From an optimization exercise on the open Yosys and OpenROAD flow, aimed at small area, a short achievable clock period and few clock cycles per item; shortcuts taken in it are not production practice.
Only simulation tests tie the RTL to the original design; equivalence was not proved.
Power is estimated from default activity; no workload was simulated.

`flow/run.sh`:
```
#!/bin/bash
# synth_recipe.tcl (not shown) runs the flow's synth.tcl, then flattens the netlist and writes it again
# the make line also repeats each setting of config.mk as NAME=value (left out here)
make -C /OpenROAD-flow-scripts/flow DESIGN_CONFIG=/design/flow/config.mk WORK_HOME=/design/flow/orfs CLKGATE_MAP_FILE= SYNTH_SCRIPT=/design/flow/synth_recipe.tcl finish
```
`flow/config.mk`:
```
export PLATFORM = sky130hd
export DESIGN_NAME = mesh_xy_hop_and_die_crossing_counter
export DESIGN_NICKNAME = mesh_xy_hop_and_die_crossing_counter
export VERILOG_FILES = /design/flow/design.v
export SDC_FILE = /design/flow/constraint.sdc
export NUM_CORES = 4
export LEC_CHECK = 0
export CAP_MARGIN = 20
export CORE_MARGIN = 2
export CORE_UTILIZATION = 40
export SLEW_MARGIN = 20
```
`flow/constraint.sdc`:
```
create_clock -name core_clock -period 8.0 [get_ports {clk}]
set_input_delay 1.6000 -clock core_clock [delete_from_list [all_inputs] [get_ports {clk}]]
set_output_delay 1.6000 -clock core_clock [all_outputs]
set_load 0.01 [all_outputs]
```
`flow/design.v`:
```
package mxhd_pkg;
  localparam int COORD_BITS_DEF = 6;
  localparam int TOTAL_BITS_DEF = 48;
  localparam int STEP_BITS      = 6;
  localparam int TREE_BITS      = 14;
  localparam int VOL_BITS       = 32;
  localparam int CFG_IDX_BITS   = 2;
  localparam int UPC_BITS       = 6;
  localparam logic [STEP_BITS-1:0] STEP_X_RST = STEP_BITS'(4);
  localparam logic [STEP_BITS-1:0] STEP_Y_RST = STEP_BITS'(4);
  typedef enum logic [CFG_IDX_BITS-1:0] {
    CFG_STEP_X     = 2'd0,
    CFG_STEP_Y     = 2'd1,
    CFG_SINGLE_DIE = 2'd2
  } cfg_idx_t;
  typedef struct packed {
    logic [STEP_BITS-1:0] step_x;
    logic [STEP_BITS-1:0] step_y;
    logic                 single_die;
  } cfg_t;
  typedef enum logic [3:0] {
    COND_NEXT        = 4'd0,
    COND_ALWAYS      = 4'd1,
    COND_WAIT_IN     = 4'd2,
    COND_MCAST       = 4'd3,
    COND_DIV_BUSY    = 4'd4,
    COND_NO_RUN      = 4'd5,
    COND_SAME_COL    = 4'd6,
    COND_NOT_LAST    = 4'd7,
    COND_OUT_BLOCKED = 4'd8
  } cond_t;
  typedef enum logic [3:0] {
    ACT_NONE     = 4'd0,
    ACT_LATCH    = 4'd1,
    ACT_CLR_UNI  = 4'd2,
    ACT_LOAD     = 4'd3,
    ACT_DIV_HI   = 4'd4,
    ACT_DIV_LO   = 4'd5,
    ACT_ACC      = 4'd6,
    ACT_MUL      = 4'd7,
    ACT_ADD      = 4'd8,
    ACT_NEWCOL   = 4'd9,
    ACT_INIT     = 4'd10,
    ACT_SET_PREV = 4'd11,
    ACT_EMIT     = 4'd12
  } act_t;
  localparam logic [1:0] SPAN_UNI_X    = 2'd0;
  localparam logic [1:0] SPAN_UNI_Y    = 2'd1;
  localparam logic [1:0] SPAN_COL_Y    = 2'd2;
  localparam logic [1:0] SPAN_RUN_X    = 2'd3;
  localparam logic [1:0] ACC_UNI       = 2'd0;
  localparam logic [1:0] ACC_TREE      = 2'd1;
  localparam logic [1:0] MUL_UNI_HOP   = 2'd0;
  localparam logic [1:0] MUL_UNI_CR    = 2'd1;
  localparam logic [1:0] MUL_TREE_HOP  = 2'd2;
  localparam logic [1:0] MUL_TREE_CR   = 2'd3;
  localparam logic [1:0] ADD_ONCHIP    = 2'd0;
  localparam logic [1:0] ADD_CROSS     = 2'd1;
  localparam logic [1:0] ADD_CROSS_END = 2'd2;
  localparam logic [1:0] SEL_NONE      = 2'd0;
  localparam logic [UPC_BITS-1:0] A_IDLE    = UPC_BITS'(0);
  localparam logic [UPC_BITS-1:0] A_MCAST   = UPC_BITS'(18);
  localparam logic [UPC_BITS-1:0] A_INIT    = UPC_BITS'(27);
  localparam logic [UPC_BITS-1:0] A_PREV    = UPC_BITS'(28);
  localparam logic [UPC_BITS-1:0] A_LASTCHK = UPC_BITS'(29);
  localparam logic [UPC_BITS-1:0] A_FINISH  = UPC_BITS'(46);
  typedef struct packed {
    cond_t               cond;
    logic [UPC_BITS-1:0] jmp;
    act_t                act;
    logic [1:0]          sel;
  } uword_t;
  typedef struct packed {
    act_t       act;
    logic [1:0] sel;
    logic       idle;
  } ctrl_t;
  typedef struct packed {
    logic div_busy;
    logic mcast;
    logic in_run;
    logic same_col;
    logic last;
    logic out_blocked;
  } stat_t;
endpackage
module mxhd_divider #(
  parameter int COORD_BITS = mxhd_pkg::COORD_BITS_DEF
) (
  input  logic                           clk,
  input  logic                           rst_n,
  input  logic                           start,
  input  logic [COORD_BITS-1:0]          dividend,
  input  logic [mxhd_pkg::STEP_BITS-1:0] divisor,
  output logic                           busy,
  output logic [COORD_BITS-1:0]          quotient
);
  localparam int SB        = mxhd_pkg::STEP_BITS;
  localparam int CNT_BITS  = $clog2(COORD_BITS + 1);
  logic [CNT_BITS-1:0]   cnt_r;
  logic [SB-1:0]         rem_r;
  logic [SB-1:0]         div_r;
  logic [COORD_BITS-1:0] quo_r;
  logic [SB:0]           trial;
  logic [SB:0]           diff;
  logic                  ge;
  always_comb begin
    trial = {rem_r, quo_r[COORD_BITS-1]};
    diff  = trial - {1'b0, div_r};
    ge    = (trial >= {1'b0, div_r});
  end
  always_ff @(posedge clk) begin
    if (!rst_n) begin
      cnt_r <= '0;
    end else if (start) begin
      cnt_r <= CNT_BITS'(COORD_BITS);
    end else if (cnt_r != '0) begin
      cnt_r <= cnt_r - CNT_BITS'(1);
    end
  end
  always_ff @(posedge clk) begin
    if (start) begin
      rem_r <= '0;
      div_r <= divisor;
      quo_r <= dividend;
    end else if (cnt_r != '0) begin
      rem_r <= ge ? diff[SB-1:0] : trial[SB-1:0];
      quo_r <= {quo_r[COORD_BITS-2:0], ge};
    end
  end
  assign busy     = (cnt_r != '0);
  assign quotient = quo_r;
endmodule
module mxhd_sequencer (
  input  logic            clk,
  input  logic            rst_n,
  input  logic            in_valid,
  input  mxhd_pkg::stat_t stat,
  output mxhd_pkg::ctrl_t ctrl
);
  localparam int UB = mxhd_pkg::UPC_BITS;
  logic [UB-1:0]    upc_r;
  logic [UB-1:0]    upc_nxt;
  mxhd_pkg::uword_t w;
  logic             take;
  always_comb begin
    case (upc_r)
      6'd0: w = {mxhd_pkg::COND_WAIT_IN, mxhd_pkg::A_IDLE, mxhd_pkg::ACT_LATCH, mxhd_pkg::SEL_NONE};
      6'd1: w = {mxhd_pkg::COND_MCAST, mxhd_pkg::A_MCAST, mxhd_pkg::ACT_CLR_UNI, mxhd_pkg::SEL_NONE};
      6'd2: w = {mxhd_pkg::COND_NEXT, mxhd_pkg::A_IDLE, mxhd_pkg::ACT_LOAD, mxhd_pkg::SPAN_UNI_X};
      6'd3: w = {mxhd_pkg::COND_NEXT, mxhd_pkg::A_IDLE, mxhd_pkg::ACT_DIV_HI, mxhd_pkg::SEL_NONE};
      6'd4: w = {mxhd_pkg::COND_DIV_BUSY, 6'd4, mxhd_pkg::ACT_NONE, mxhd_pkg::SEL_NONE};
      6'd5: w = {mxhd_pkg::COND_NEXT, mxhd_pkg::A_IDLE, mxhd_pkg::ACT_DIV_LO, mxhd_pkg::SEL_NONE};
      6'd6: w = {mxhd_pkg::COND_DIV_BUSY, 6'd6, mxhd_pkg::ACT_NONE, mxhd_pkg::SEL_NONE};
      6'd7: w = {mxhd_pkg::COND_NEXT, mxhd_pkg::A_IDLE, mxhd_pkg::ACT_ACC, mxhd_pkg::ACC_UNI};
      6'd8: w = {mxhd_pkg::COND_NEXT, mxhd_pkg::A_IDLE, mxhd_pkg::ACT_LOAD, mxhd_pkg::SPAN_UNI_Y};
      6'd9: w = {mxhd_pkg::COND_NEXT, mxhd_pkg::A_IDLE, mxhd_pkg::ACT_DIV_HI, mxhd_pkg::SEL_NONE};
      6'd10: w = {mxhd_pkg::COND_DIV_BUSY, 6'd10, mxhd_pkg::ACT_NONE, mxhd_pkg::SEL_NONE};
      6'd11: w = {mxhd_pkg::COND_NEXT, mxhd_pkg::A_IDLE, mxhd_pkg::ACT_DIV_LO, mxhd_pkg::SEL_NONE};
      6'd12: w = {mxhd_pkg::COND_DIV_BUSY, 6'd12, mxhd_pkg::ACT_NONE, mxhd_pkg::SEL_NONE};
      6'd13: w = {mxhd_pkg::COND_NEXT, mxhd_pkg::A_IDLE, mxhd_pkg::ACT_ACC, mxhd_pkg::ACC_UNI};
      6'd14: w = {mxhd_pkg::COND_NEXT, mxhd_pkg::A_IDLE, mxhd_pkg::ACT_MUL, mxhd_pkg::MUL_UNI_HOP};
      6'd15: w = {mxhd_pkg::COND_NEXT, mxhd_pkg::A_IDLE, mxhd_pkg::ACT_ADD, mxhd_pkg::ADD_ONCHIP};
      6'd16: w = {mxhd_pkg::COND_NEXT, mxhd_pkg::A_IDLE, mxhd_pkg::ACT_MUL, mxhd_pkg::MUL_UNI_CR};
      6'd17: w = {mxhd_pkg::COND_ALWAYS, mxhd_pkg::A_FINISH, mxhd_pkg::ACT_ADD, mxhd_pkg::ADD_CROSS};
      6'd18: w = {mxhd_pkg::COND_NO_RUN, mxhd_pkg::A_INIT, mxhd_pkg::ACT_NONE, mxhd_pkg::SEL_NONE};
      6'd19: w = {mxhd_pkg::COND_SAME_COL, mxhd_pkg::A_PREV, mxhd_pkg::ACT_NONE, mxhd_pkg::SEL_NONE};
      6'd20: w = {mxhd_pkg::COND_NEXT, mxhd_pkg::A_IDLE, mxhd_pkg::ACT_LOAD, mxhd_pkg::SPAN_COL_Y};
      6'd21: w = {mxhd_pkg::COND_NEXT, mxhd_pkg::A_IDLE, mxhd_pkg::ACT_DIV_HI, mxhd_pkg::SEL_NONE};
      6'd22: w = {mxhd_pkg::COND_DIV_BUSY, 6'd22, mxhd_pkg::ACT_NONE, mxhd_pkg::SEL_NONE};
      6'd23: w = {mxhd_pkg::COND_NEXT, mxhd_pkg::A_IDLE, mxhd_pkg::ACT_DIV_LO, mxhd_pkg::SEL_NONE};
      6'd24: w = {mxhd_pkg::COND_DIV_BUSY, 6'd24, mxhd_pkg::ACT_NONE, mxhd_pkg::SEL_NONE};
      6'd25: w = {mxhd_pkg::COND_NEXT, mxhd_pkg::A_IDLE, mxhd_pkg::ACT_ACC, mxhd_pkg::ACC_TREE};
      6'd26: w = {mxhd_pkg::COND_ALWAYS, mxhd_pkg::A_LASTCHK, mxhd_pkg::ACT_NEWCOL, mxhd_pkg::SEL_NONE};
      6'd27: w = {mxhd_pkg::COND_ALWAYS, mxhd_pkg::A_LASTCHK, mxhd_pkg::ACT_INIT, mxhd_pkg::SEL_NONE};
      6'd28: w = {mxhd_pkg::COND_NEXT, mxhd_pkg::A_IDLE, mxhd_pkg::ACT_SET_PREV, mxhd_pkg::SEL_NONE};
      6'd29: w = {mxhd_pkg::COND_NOT_LAST, mxhd_pkg::A_FINISH, mxhd_pkg::ACT_NONE, mxhd_pkg::SEL_NONE};
      6'd30: w = {mxhd_pkg::COND_NEXT, mxhd_pkg::A_IDLE, mxhd_pkg::ACT_LOAD, mxhd_pkg::SPAN_COL_Y};
      6'd31: w = {mxhd_pkg::COND_NEXT, mxhd_pkg::A_IDLE, mxhd_pkg::ACT_DIV_HI, mxhd_pkg::SEL_NONE};
      6'd32: w = {mxhd_pkg::COND_DIV_BUSY, 6'd32, mxhd_pkg::ACT_NONE, mxhd_pkg::SEL_NONE};
      6'd33: w = {mxhd_pkg::COND_NEXT, mxhd_pkg::A_IDLE, mxhd_pkg::ACT_DIV_LO, mxhd_pkg::SEL_NONE};
      6'd34: w = {mxhd_pkg::COND_DIV_BUSY, 6'd34, mxhd_pkg::ACT_NONE, mxhd_pkg::SEL_NONE};
      6'd35: w = {mxhd_pkg::COND_NEXT, mxhd_pkg::A_IDLE, mxhd_pkg::ACT_ACC, mxhd_pkg::ACC_TREE};
      6'd36: w = {mxhd_pkg::COND_NEXT, mxhd_pkg::A_IDLE, mxhd_pkg::ACT_LOAD, mxhd_pkg::SPAN_RUN_X};
      6'd37: w = {mxhd_pkg::COND_NEXT, mxhd_pkg::A_IDLE, mxhd_pkg::ACT_DIV_HI, mxhd_pkg::SEL_NONE};
      6'd38: w = {mxhd_pkg::COND_DIV_BUSY, 6'd38, mxhd_pkg::ACT_NONE, mxhd_pkg::SEL_NONE};
      6'd39: w = {mxhd_pkg::COND_NEXT, mxhd_pkg::A_IDLE, mxhd_pkg::ACT_DIV_LO, mxhd_pkg::SEL_NONE};
      6'd40: w = {mxhd_pkg::COND_DIV_BUSY, 6'd40, mxhd_pkg::ACT_NONE, mxhd_pkg::SEL_NONE};
      6'd41: w = {mxhd_pkg::COND_NEXT, mxhd_pkg::A_IDLE, mxhd_pkg::ACT_ACC, mxhd_pkg::ACC_TREE};
      6'd42: w = {mxhd_pkg::COND_NEXT, mxhd_pkg::A_IDLE, mxhd_pkg::ACT_MUL, mxhd_pkg::MUL_TREE_HOP};
      6'd43: w = {mxhd_pkg::COND_NEXT, mxhd_pkg::A_IDLE, mxhd_pkg::ACT_ADD, mxhd_pkg::ADD_ONCHIP};
      6'd44: w = {mxhd_pkg::COND_NEXT, mxhd_pkg::A_IDLE, mxhd_pkg::ACT_MUL, mxhd_pkg::MUL_TREE_CR};
      6'd45: w = {mxhd_pkg::COND_NEXT, mxhd_pkg::A_IDLE, mxhd_pkg::ACT_ADD, mxhd_pkg::ADD_CROSS_END};
      6'd46: w = {mxhd_pkg::COND_OUT_BLOCKED, mxhd_pkg::A_FINISH, mxhd_pkg::ACT_EMIT, mxhd_pkg::SEL_NONE};
      6'd47: w = {mxhd_pkg::COND_ALWAYS, mxhd_pkg::A_IDLE, mxhd_pkg::ACT_NONE, mxhd_pkg::SEL_NONE};
      default: w = {mxhd_pkg::COND_ALWAYS, mxhd_pkg::A_IDLE, mxhd_pkg::ACT_NONE, mxhd_pkg::SEL_NONE};
    endcase
  end
  always_comb begin
    case (w.cond)
      mxhd_pkg::COND_NEXT:        take = 1'b0;
      mxhd_pkg::COND_ALWAYS:      take = 1'b1;
      mxhd_pkg::COND_WAIT_IN:     take = !in_valid;
      mxhd_pkg::COND_MCAST:       take = stat.mcast;
      mxhd_pkg::COND_DIV_BUSY:    take = stat.div_busy;
      mxhd_pkg::COND_NO_RUN:      take = !stat.in_run;
      mxhd_pkg::COND_SAME_COL:    take = stat.same_col;
      mxhd_pkg::COND_NOT_LAST:    take = !stat.last;
      mxhd_pkg::COND_OUT_BLOCKED: take = stat.out_blocked;
      default:                    take = 1'b1;
    endcase
    upc_nxt   = take ? w.jmp : upc_r + UB'(1);
    ctrl.act  = w.act;
    ctrl.sel  = w.sel;
    ctrl.idle = (upc_r == mxhd_pkg::A_IDLE);
  end
  always_ff @(posedge clk) begin
    if (!rst_n) begin
      upc_r <= mxhd_pkg::A_IDLE;
    end else begin
      upc_r <= upc_nxt;
    end
  end
endmodule
module mxhd_datapath #(
  parameter int COORD_BITS = mxhd_pkg::COORD_BITS_DEF,
  parameter int TOTAL_BITS = mxhd_pkg::TOTAL_BITS_DEF
) (
  input  logic                          clk,
  input  logic                          rst_n,
  input  mxhd_pkg::ctrl_t               ctrl,
  input  mxhd_pkg::cfg_t                cfg,
  output mxhd_pkg::stat_t               stat,
  input  logic                          in_valid,
  input  logic                          in_operation,
  input  logic [COORD_BITS-1:0]         in_src_x,
  input  logic [COORD_BITS-1:0]         in_src_y,
  input  logic [COORD_BITS-1:0]         in_dest_x,
  input  logic [COORD_BITS-1:0]         in_dest_y,
  input  logic [mxhd_pkg::VOL_BITS-1:0] in_volume,
  input  logic                          in_last_dest,
  output logic                          out_valid,
  input  logic                          out_stall,
  output logic [TOTAL_BITS-1:0]         out_onchip_hops_total,
  output logic [TOTAL_BITS-1:0]         out_crossing_hops_total,
  output logic                          out_saturated
);
  localparam int TB        = mxhd_pkg::TREE_BITS;
  localparam int VB        = mxhd_pkg::VOL_BITS;
  localparam int SB        = mxhd_pkg::STEP_BITS;
  localparam int PROD_BITS = TB + VB;
  localparam int SUM_BITS  = ((TOTAL_BITS > PROD_BITS) ? TOTAL_BITS : PROD_BITS) + 1;
  localparam logic [SUM_BITS-1:0] TOTAL_MAX = SUM_BITS'({TOTAL_BITS{1'b1}});
  logic                  op_r, last_r;
  logic [COORD_BITS-1:0] sx_r, sy_r, dx_r, dy_r;
  logic [VB-1:0]         vol_r;
  logic                  in_run_r, sat_r;
  logic [COORD_BITS-1:0] run_first_x_r, column_x_r, column_min_y_r, previous_y_r;
  logic [TB-1:0]         tree_hop_r, tree_cr_r, uni_hop_r, uni_cr_r;
  logic [COORD_BITS-1:0] lo_r, hi_r, qhi_r;
  logic [SB-1:0]         step_r;
  logic                  cr_en_r;
  logic                  div_start, div_busy;
  logic [COORD_BITS-1:0] div_q;
  logic [PROD_BITS-1:0]  prod_r;
  logic [TOTAL_BITS-1:0] onchip_r, cross_r;
  logic                  out_valid_r, out_sat_r;
  logic [TOTAL_BITS-1:0] out_onchip_r, out_cross_r;
  logic [COORD_BITS-1:0] span_lo, span_hi;
  logic [SB-1:0]         span_step;
  logic                  span_cr_en;
  logic [COORD_BITS-1:0] len, cr, hops;
  logic [TB-1:0]         acc_hop, acc_cr;
  logic [TB:0]           sum_hop, sum_cr;
  logic [TB-1:0]         mul_amt;
  logic [TOTAL_BITS-1:0] add_base;
  logic [SUM_BITS-1:0]   add_sum;
  logic                  add_ovf;
  logic [TOTAL_BITS-1:0] add_res;
  logic                  out_blocked;
  logic                  accept;
  mxhd_divider #(.COORD_BITS(COORD_BITS)) u_div (
    .clk      (clk),
    .rst_n    (rst_n),
    .start    (div_start),
    .dividend ((ctrl.act == mxhd_pkg::ACT_DIV_HI) ? hi_r : lo_r),
    .divisor  (step_r),
    .busy     (div_busy),
    .quotient (div_q)
  );
  assign div_start = (ctrl.act == mxhd_pkg::ACT_DIV_HI) || (ctrl.act == mxhd_pkg::ACT_DIV_LO);
  assign accept    = (ctrl.act == mxhd_pkg::ACT_LATCH) && in_valid;
  always_comb begin
    case (ctrl.sel)
      mxhd_pkg::SPAN_UNI_X: begin
        span_lo    = (sx_r < dx_r) ? sx_r : dx_r;
        span_hi    = (sx_r < dx_r) ? dx_r : sx_r;
        span_step  = cfg.step_x;
        span_cr_en = (cfg.step_x != '0);
      end
      mxhd_pkg::SPAN_UNI_Y: begin
        span_lo    = (sy_r < dy_r) ? sy_r : dy_r;
        span_hi    = (sy_r < dy_r) ? dy_r : sy_r;
        span_step  = cfg.step_y;
        span_cr_en = (cfg.step_y != '0);
      end
      mxhd_pkg::SPAN_COL_Y: begin
        span_lo    = (sy_r < column_min_y_r) ? sy_r : column_min_y_r;
        span_hi    = (sy_r > previous_y_r) ? sy_r : previous_y_r;
        span_step  = cfg.step_y;
        span_cr_en = !cfg.single_die && (cfg.step_y != '0);
      end
      default: begin
        span_lo    = (sx_r < run_first_x_r) ? sx_r : run_first_x_r;
        span_hi    = (sx_r > dx_r) ? sx_r : dx_r;
        span_step  = cfg.step_x;
        span_cr_en = !cfg.single_die && (cfg.step_x != '0);
      end
    endcase
  end
  always_comb begin
    len     = hi_r - lo_r;
    cr      = cr_en_r ? (qhi_r - div_q) : '0;
    hops    = len - cr;
    acc_hop = (ctrl.sel == mxhd_pkg::ACC_TREE) ? tree_hop_r : uni_hop_r;
    acc_cr  = (ctrl.sel == mxhd_pkg::ACC_TREE) ? tree_cr_r : uni_cr_r;
    sum_hop = {1'b0, acc_hop} + (TB + 1)'(hops);
    sum_cr  = {1'b0, acc_cr} + (TB + 1)'(cr);
  end
  always_comb begin
    case (ctrl.sel)
      mxhd_pkg::MUL_UNI_HOP:  mul_amt = uni_hop_r;
      mxhd_pkg::MUL_UNI_CR:   mul_amt = uni_cr_r;
      mxhd_pkg::MUL_TREE_HOP: mul_amt = tree_hop_r;
      default:                mul_amt = tree_cr_r;
    endcase
    add_base = (ctrl.sel == mxhd_pkg::ADD_ONCHIP) ? onchip_r : cross_r;
    add_sum  = SUM_BITS'(add_base) + SUM_BITS'(prod_r);
    add_ovf  = (add_sum > TOTAL_MAX);
    add_res  = add_ovf ? {TOTAL_BITS{1'b1}} : add_sum[TOTAL_BITS-1:0];
  end
  assign out_blocked = out_valid_r && out_stall;
  always_ff @(posedge clk) begin
    if (accept) begin
      op_r   <= in_operation;
      sx_r   <= in_src_x;
      sy_r   <= in_src_y;
      dx_r   <= in_dest_x;
      dy_r   <= in_dest_y;
      vol_r  <= in_volume;
      last_r <= in_last_dest;
    end
    if (ctrl.act == mxhd_pkg::ACT_LOAD) begin
      lo_r    <= span_lo;
      hi_r    <= span_hi;
      step_r  <= span_step;
      cr_en_r <= span_cr_en;
    end
    if (ctrl.act == mxhd_pkg::ACT_DIV_LO) begin
      qhi_r <= div_q;
    end
    if (ctrl.act == mxhd_pkg::ACT_MUL) begin
      prod_r <= PROD_BITS'(mul_amt) * PROD_BITS'(vol_r);
    end
  end
  always_ff @(posedge clk) begin
    if (ctrl.act == mxhd_pkg::ACT_CLR_UNI) begin
      uni_hop_r <= '0;
      uni_cr_r  <= '0;
    end else if (ctrl.act == mxhd_pkg::ACT_ACC && ctrl.sel == mxhd_pkg::ACC_UNI) begin
      uni_hop_r <= sum_hop[TB-1:0];
      uni_cr_r  <= sum_cr[TB-1:0];
    end
  end
  always_ff @(posedge clk) begin
    if (!rst_n) begin
      in_run_r       <= 1'b0;
      sat_r          <= 1'b0;
      run_first_x_r  <= '0;
      column_x_r     <= '0;
      column_min_y_r <= '0;
      previous_y_r   <= '0;
      tree_hop_r     <= '0;
      tree_cr_r      <= '0;
      onchip_r       <= '0;
      cross_r        <= '0;
    end else begin
      case (ctrl.act)
        mxhd_pkg::ACT_INIT: begin
          in_run_r       <= 1'b1;
          run_first_x_r  <= dx_r;
          column_x_r     <= dx_r;
          column_min_y_r <= dy_r;
          previous_y_r   <= dy_r;
          tree_hop_r     <= '0;
          tree_cr_r      <= '0;
        end
        mxhd_pkg::ACT_NEWCOL: begin
          column_x_r     <= dx_r;
          column_min_y_r <= dy_r;
          previous_y_r   <= dy_r;
        end
        mxhd_pkg::ACT_SET_PREV: begin
          previous_y_r <= dy_r;
        end
        mxhd_pkg::ACT_ACC: begin
          if (ctrl.sel == mxhd_pkg::ACC_TREE) begin
            tree_hop_r <= sum_hop[TB] ? {TB{1'b1}} : sum_hop[TB-1:0];
            tree_cr_r  <= sum_cr[TB] ? {TB{1'b1}} : sum_cr[TB-1:0];
            if (sum_hop[TB] || sum_cr[TB]) begin
              sat_r <= 1'b1;
            end
          end
        end
        mxhd_pkg::ACT_ADD: begin
          if (ctrl.sel == mxhd_pkg::ADD_ONCHIP) begin
            onchip_r <= add_res;
          end else begin
            cross_r <= add_res;
          end
          if (add_ovf) begin
            sat_r <= 1'b1;
          end
          if (ctrl.sel == mxhd_pkg::ADD_CROSS_END) begin
            in_run_r <= 1'b0;
          end
        end
        default: begin
        end
      endcase
    end
  end
  always_ff @(posedge clk) begin
    if (!rst_n) begin
      out_valid_r <= 1'b0;
    end else if (ctrl.act == mxhd_pkg::ACT_EMIT && !out_blocked) begin
      out_valid_r <= 1'b1;
    end else if (!out_stall) begin
      out_valid_r <= 1'b0;
    end
  end
  always_ff @(posedge clk) begin
    if (ctrl.act == mxhd_pkg::ACT_EMIT && !out_blocked) begin
      out_onchip_r <= onchip_r;
      out_cross_r  <= cross_r;
      out_sat_r    <= sat_r;
    end
  end
  always_comb begin
    stat.div_busy    = div_busy;
    stat.mcast       = op_r;
    stat.in_run      = in_run_r;
    stat.same_col    = (dx_r == column_x_r);
    stat.last        = last_r;
    stat.out_blocked = out_blocked;
  end
  assign out_valid               = out_valid_r;
  assign out_onchip_hops_total   = out_onchip_r;
  assign out_crossing_hops_total = out_cross_r;
  assign out_saturated           = out_sat_r;
endmodule
module mesh_xy_hop_and_die_crossing_counter #(
  parameter int COORD_BITS = mxhd_pkg::COORD_BITS_DEF,
  parameter int TOTAL_BITS = mxhd_pkg::TOTAL_BITS_DEF
) (
  input  logic                              clk,
  input  logic                              rst_n,
  input  logic                              in_valid,
  output logic                              in_stall,
  input  logic                              in_operation,
  input  logic [COORD_BITS-1:0]             in_src_x,
  input  logic [COORD_BITS-1:0]             in_src_y,
  input  logic [COORD_BITS-1:0]             in_dest_x,
  input  logic [COORD_BITS-1:0]             in_dest_y,
  input  logic [mxhd_pkg::VOL_BITS-1:0]     in_volume,
  input  logic                              in_last_dest,
  output logic                              out_valid,
  input  logic                              out_stall,
  output logic [TOTAL_BITS-1:0]             out_onchip_hops_total,
  output logic [TOTAL_BITS-1:0]             out_crossing_hops_total,
  output logic                              out_saturated,
  input  logic                              cfg_valid,
  output logic                              cfg_ready,
  input  logic [mxhd_pkg::CFG_IDX_BITS-1:0] cfg_index,
  input  logic [mxhd_pkg::STEP_BITS-1:0]    cfg_data
);
  mxhd_pkg::cfg_t  cfg_r;
  mxhd_pkg::ctrl_t ctrl;
  mxhd_pkg::stat_t stat;
  assign cfg_ready = 1'b1;
  always_ff @(posedge clk) begin
    if (!rst_n) begin
      cfg_r.step_x     <= mxhd_pkg::STEP_X_RST;
      cfg_r.step_y     <= mxhd_pkg::STEP_Y_RST;
      cfg_r.single_die <= 1'b0;
    end else if (cfg_valid && cfg_ready) begin
      case (cfg_index)
        mxhd_pkg::CFG_STEP_X:     cfg_r.step_x     <= cfg_data;
        mxhd_pkg::CFG_STEP_Y:     cfg_r.step_y     <= cfg_data;
        mxhd_pkg::CFG_SINGLE_DIE: cfg_r.single_die <= cfg_data[0];
        default: begin
        end
      endcase
    end
  end
  assign in_stall = !ctrl.idle;
  mxhd_sequencer u_seq (
    .clk      (clk),
    .rst_n    (rst_n),
    .in_valid (in_valid),
    .stat     (stat),
    .ctrl     (ctrl)
  );
  mxhd_datapath #(
    .COORD_BITS (COORD_BITS),
    .TOTAL_BITS (TOTAL_BITS)
  ) u_dp (
    .clk                     (clk),
    .rst_n                   (rst_n),
    .ctrl                    (ctrl),
    .cfg                     (cfg_r),
    .stat                    (stat),
    .in_valid                (in_valid),
    .in_operation            (in_operation),
    .in_src_x                (in_src_x),
    .in_src_y                (in_src_y),
    .in_dest_x               (in_dest_x),
    .in_dest_y               (in_dest_y),
    .in_volume               (in_volume),
    .in_last_dest            (in_last_dest),
    .out_valid               (out_valid),
    .out_stall               (out_stall),
    .out_onchip_hops_total   (out_onchip_hops_total),
    .out_crossing_hops_total (out_crossing_hops_total),
    .out_saturated           (out_saturated)
  );
endmodule
```
==> key figures <==
Detailed routing
  • First DRT Iteration DRCs: 2284
  • TritonRoute pass-1 iters: 6
  • Vias: 28000
  • DR WL/cell: 18.7 µm
  • Routed Antenna Nets: 0
  • DRC: 0
  • Final WL: 99500 µm
  • Vias per inst: 5.27

Min path
  • Hold_sp: u_dp.step_r[3]
  • Min-delay worst type: reg -> reg
  • Cells on Worst Hold Path: 0
  • Hold path endpoint: u_dp.u_div.div_r[3]

Power
  • Combinational share of power: 56.6%
  • Worst vdd ir: 0.000229 V
  • PD cells: 306 nW/µm²
  • Sw frac: 44.5%
  • Final Power: 13.0 mW
  • Int Pwr: 7.23 mW
  • P_leak: 18.0 nW
  • Clock power share: 18.0%
  • Reg power frac: 25.4%
  • Sw power: 5.81 mW

Synth
  • Yosys reg bits: 461
  • Async S/R FF share, synth: 0%
  • YS warnings: 4
  • Synthesized area: 37800 µm²
  • Post-synthesis cell count: 3942
  • Top_reg_cell synth: edfxtp_1
  • Syn Area/Cell: 9.58 µm²
  • Post-Syn Nets: 4607
  • Yosys cell types: 94
  • Seq/Total Area, Yosys: 30.7%
  • Number of synthesized flops with an enable pin: 238

Clocking
  • Clk latency of the worst-skew pair: 0.64 ns
  • Hold_buf cts: 0
  • CTS tree: built
  • CTS buffer count: 52
  • Num Clock Sinks: 461
  • Clock transition at path regs: 0.06 ns
  • CTS Buffer Depth: 3
  • Root buffer cell: clkbuf_16
  • H-tree depth reported by CTS: 2

Worst setup path
  • Reg2Reg Capture Point: u_dp.prod_r[44]
  • R2R setup slack: 0.33 ns
  • Critical path arrival: 8.11 ns
  • Critical path data required time: 8.44 ns
  • Worst Path Max Fanout: 32
  • Worst setup EP type: flip-flop
  • Slowest cell on crit path: fa_1
  • Crit path max-delay family: adder cells
  • Slowest cell delay on critical path: 0.55 ns
  • Crit Path Category: reg -> reg
  • Worst flop-to-flop path startpoint: u_seq.w[1]
  • Startpoint Class: flip-flop
  • Worst path bufs/invs: 7
  • Worst path most repeated cell: fa_1
  • Worst Reg-to-Reg Cells: 26
  • Cell depth of the worst setup path: 26

GRT
  • First-pass GRT wire length: 160000 µm
  • Grt ovf: 0
  • Vias in the first global route: 27600
  • Antenna violations before repair: 2
  • Largest net degree at the start of global routing: 75
  • Total GRT Usage: 20.5%

Timing
  • Fin crit period: 7.67 ns
  • Final setup fails: 0
  • Clock Skews: 0.0338 ns
  • Max transition margin: 27.9%
  • Worst slew pin tran: 1.07 ns
  • Fin Setup TNS: 0 ns
  • Final worst path period share: 95.9%
  • Hold Violations, Final: 0
  • Max-slew violations: 0
  • Maximum clock frequency: 130 MHz

Floorplan
  • Starting Density: 40.4%
  • Core Region: 93500 µm²
  • Die Area: 96900 µm²
  • Row Count: 112
  • IO Pins: 171
  • Die Ht: 311 µm
  • Die W: 311 µm

Place
  • Placed insts: 5216
  • Dpl cell area: 40800 µm²
  • HPWL Detailed: 75700 µm
  • IO Port Bufs: 169
  • GPL Wtd Cong: 0.890

Run
  • Max-Cap Viols: 0

Final layout
  • Commonest non-fill, non-tap cells in the layout: inv_1 (500), nand2_1 (469), fa_1 (367)
  • Most common cell after layout, fill and taps aside: inv_1
  • Area Growth Syn to Fin: 13.0%
  • # nets final: 4685
  • Final Non-Filler Cells: 5318
  • Fin area: 42700 µm²
  • Share of cells above drive strength 1: 8.37%

Status
  • Status: finished clean
[worst max-delay path by stage]
| stage | start | end |
|---|---|---|
| 2_1_floorplan | u_seq.w[1] | u_dp.prod_r[42] |
| 3_3_place_gp | u_seq.w[1] | u_dp.prod_r[41] |
| 3_5_place_dp | u_seq.w[1] | u_dp.prod_r[45] |
| 4_1_cts | u_seq.w[1] | u_dp.prod_r[45] |
| 5_1_grt | u_seq.w[1] | u_dp.prod_r[44] |
| 6_report | u_seq.w[1] | u_dp.prod_r[44] |
[stage by stage]
step           hold slack [ns]  worst slack [ns]  util, %
3_5_place_dp             0.405             0.151     43.7
3_3_place_gp             0.401             0.295     43.7
2_1_floorplan            0.400             0.450        -
5_1_grt                  0.427           -0.0233     45.7
6_report                 0.418             0.332     45.7
4_1_cts                  0.420             0.135     45.5
[synth_stat cells (all sizes together), types with 72 or more instances]
master	number	share of area, %
nor2	238	2.4
nand2	471	4.7
inv	504	5.0
and2	214	3.5
dfxtp	223	12
mux2	101	3.0
clkbuf	165	1.6
a21oi	232	3.1
o21ai	132	1.8
xnor2	81	1.9
edfxtp	238	19
a211oi	83	1.7
fa	367	19
mux2i	72	1.9
ha	227	7.5
[sequential cells by signal (all words and copies together) (netlist names), 13 cells and up]
register / count
cfg_r: 13
u_dp.cross_r: 48
u_dp.onchip_r: 48
u_dp.out_cross_r: 48
u_dp.out_onchip_r: 48
u_dp.prod_r: 46
u_dp.tree_cr_r: 14
u_dp.tree_hop_r: 14
u_dp.uni_cr_r: 14
u_dp.uni_hop_r: 14
u_dp.vol_r: 32
u_seq.w: 16
[worst register-to-register path, cell delays in order (launching register included)]
cell and delay, ns:
dfxtp_1 0.40, inv_1 0.13, ha_4 0.26, buf_4 0.20, a222oi_1 0.38, mux2i_2 0.15, buf_12 0.19, and2_1 0.20
fa_1 0.54, inv_1 0.06, fa_1 0.53, inv_1 0.05, fa_1 0.52, fa_1 0.46, fa_1 0.55, inv_1 0.06
fa_1 0.54, inv_1 0.05, ha_2 0.36, and4_4 0.26, nand4_1 0.18, a21oi_4 0.22, o2111ai_2 0.18, a311oi_4 0.43
a21oi_2 0.13, o2111a_1 0.26, a211oi_1 0.21
[cell families after synthesis]
logic type                 after synthesis  synth area share, %
and+or+nand+nor                       1122                 13.7
AOI/OAI and AO/OA                      755                 13.5
muxes                                  173                 4.93
xor gates and xnor gates               127                 2.95
other                                    1              0.00993
buffers and inverters                  709                 7.19
adders and majority gates              594                 27.0
DFF                                    461                 30.7
[repair_timing]
| action | 4_1_cts | 5_1_grt |
|---|---|---|
| buffers inserted | 0 | 4 |
| resized for setup | 0 | 19 |
| endpoints found under the setup margin | 0 | 13 |
[routing by layer]
metal / share of wire, % / track usage, % / wire length, µm
met5: 0.0070 / 0 / 7
met4: 1.8 / 4.60 / 1820
met1: 49 / 31.6 / 49000
met2: 42 / 29.8 / 42000
met3: 6.7 / 3.45 / 6660
[power groups by stage]
| stage | Clock [mW] | Sequential (mW) | Combinational (mW) |
|---|---|---|---|
| after global routing | 2.50 | 3.36 | 8.47 |
| after CTS | 2.41 | 3.31 | 7.33 |
| final | 2.35 | 3.32 | 7.38 |
| after detailed placement | 0 | 3.36 | 7.27 |
| after global placement | 0 | 3.36 | 7.19 |
| after floorplan | 0 | 3.14 | 5.54 |
[final cells by class]
cell class                 count  area [µm²]
antenna                        1        2.50
clock buffer                  65        1390
clock inverter                32         297
fill                        8852       50800
inverter                     506        1900
multi-input combinational   2772       23700
sequential                   461       11600
tap                         1254        1570
timing repair buffer         227        2210
Testbench counts, summed over its fixed seeds: cycles 117,383, items 4,024.

what the ideal ports hide:
In the flow no input, the clock included, has a driving cell. The finished layout below was timed again as built, in two steps.
Step 1 sets driving cells, clkbuf_16 on the clock port and buf_2 on the other inputs (assumed; they add their load-dependent delay and slew).
Step 2 times the ports against the registers' clock, not the clock port: input delays grow and output delays shrink by t, the midpoint of the rising clock arrivals with the driver on.
a / b / c = no drivers / after step 1 / after step 2; a / b = the first two.
shift t [ns]: 0.685
slack for setup (ns): 0.332 / 0.332 / 0.332
slew at the worst register clock pin (ns): 0.07 / 0.07
After both steps this run still meets setup and hold. The setup slack of this run moves by 0.000 ns with the drivers and by 0.000 ns with both steps.
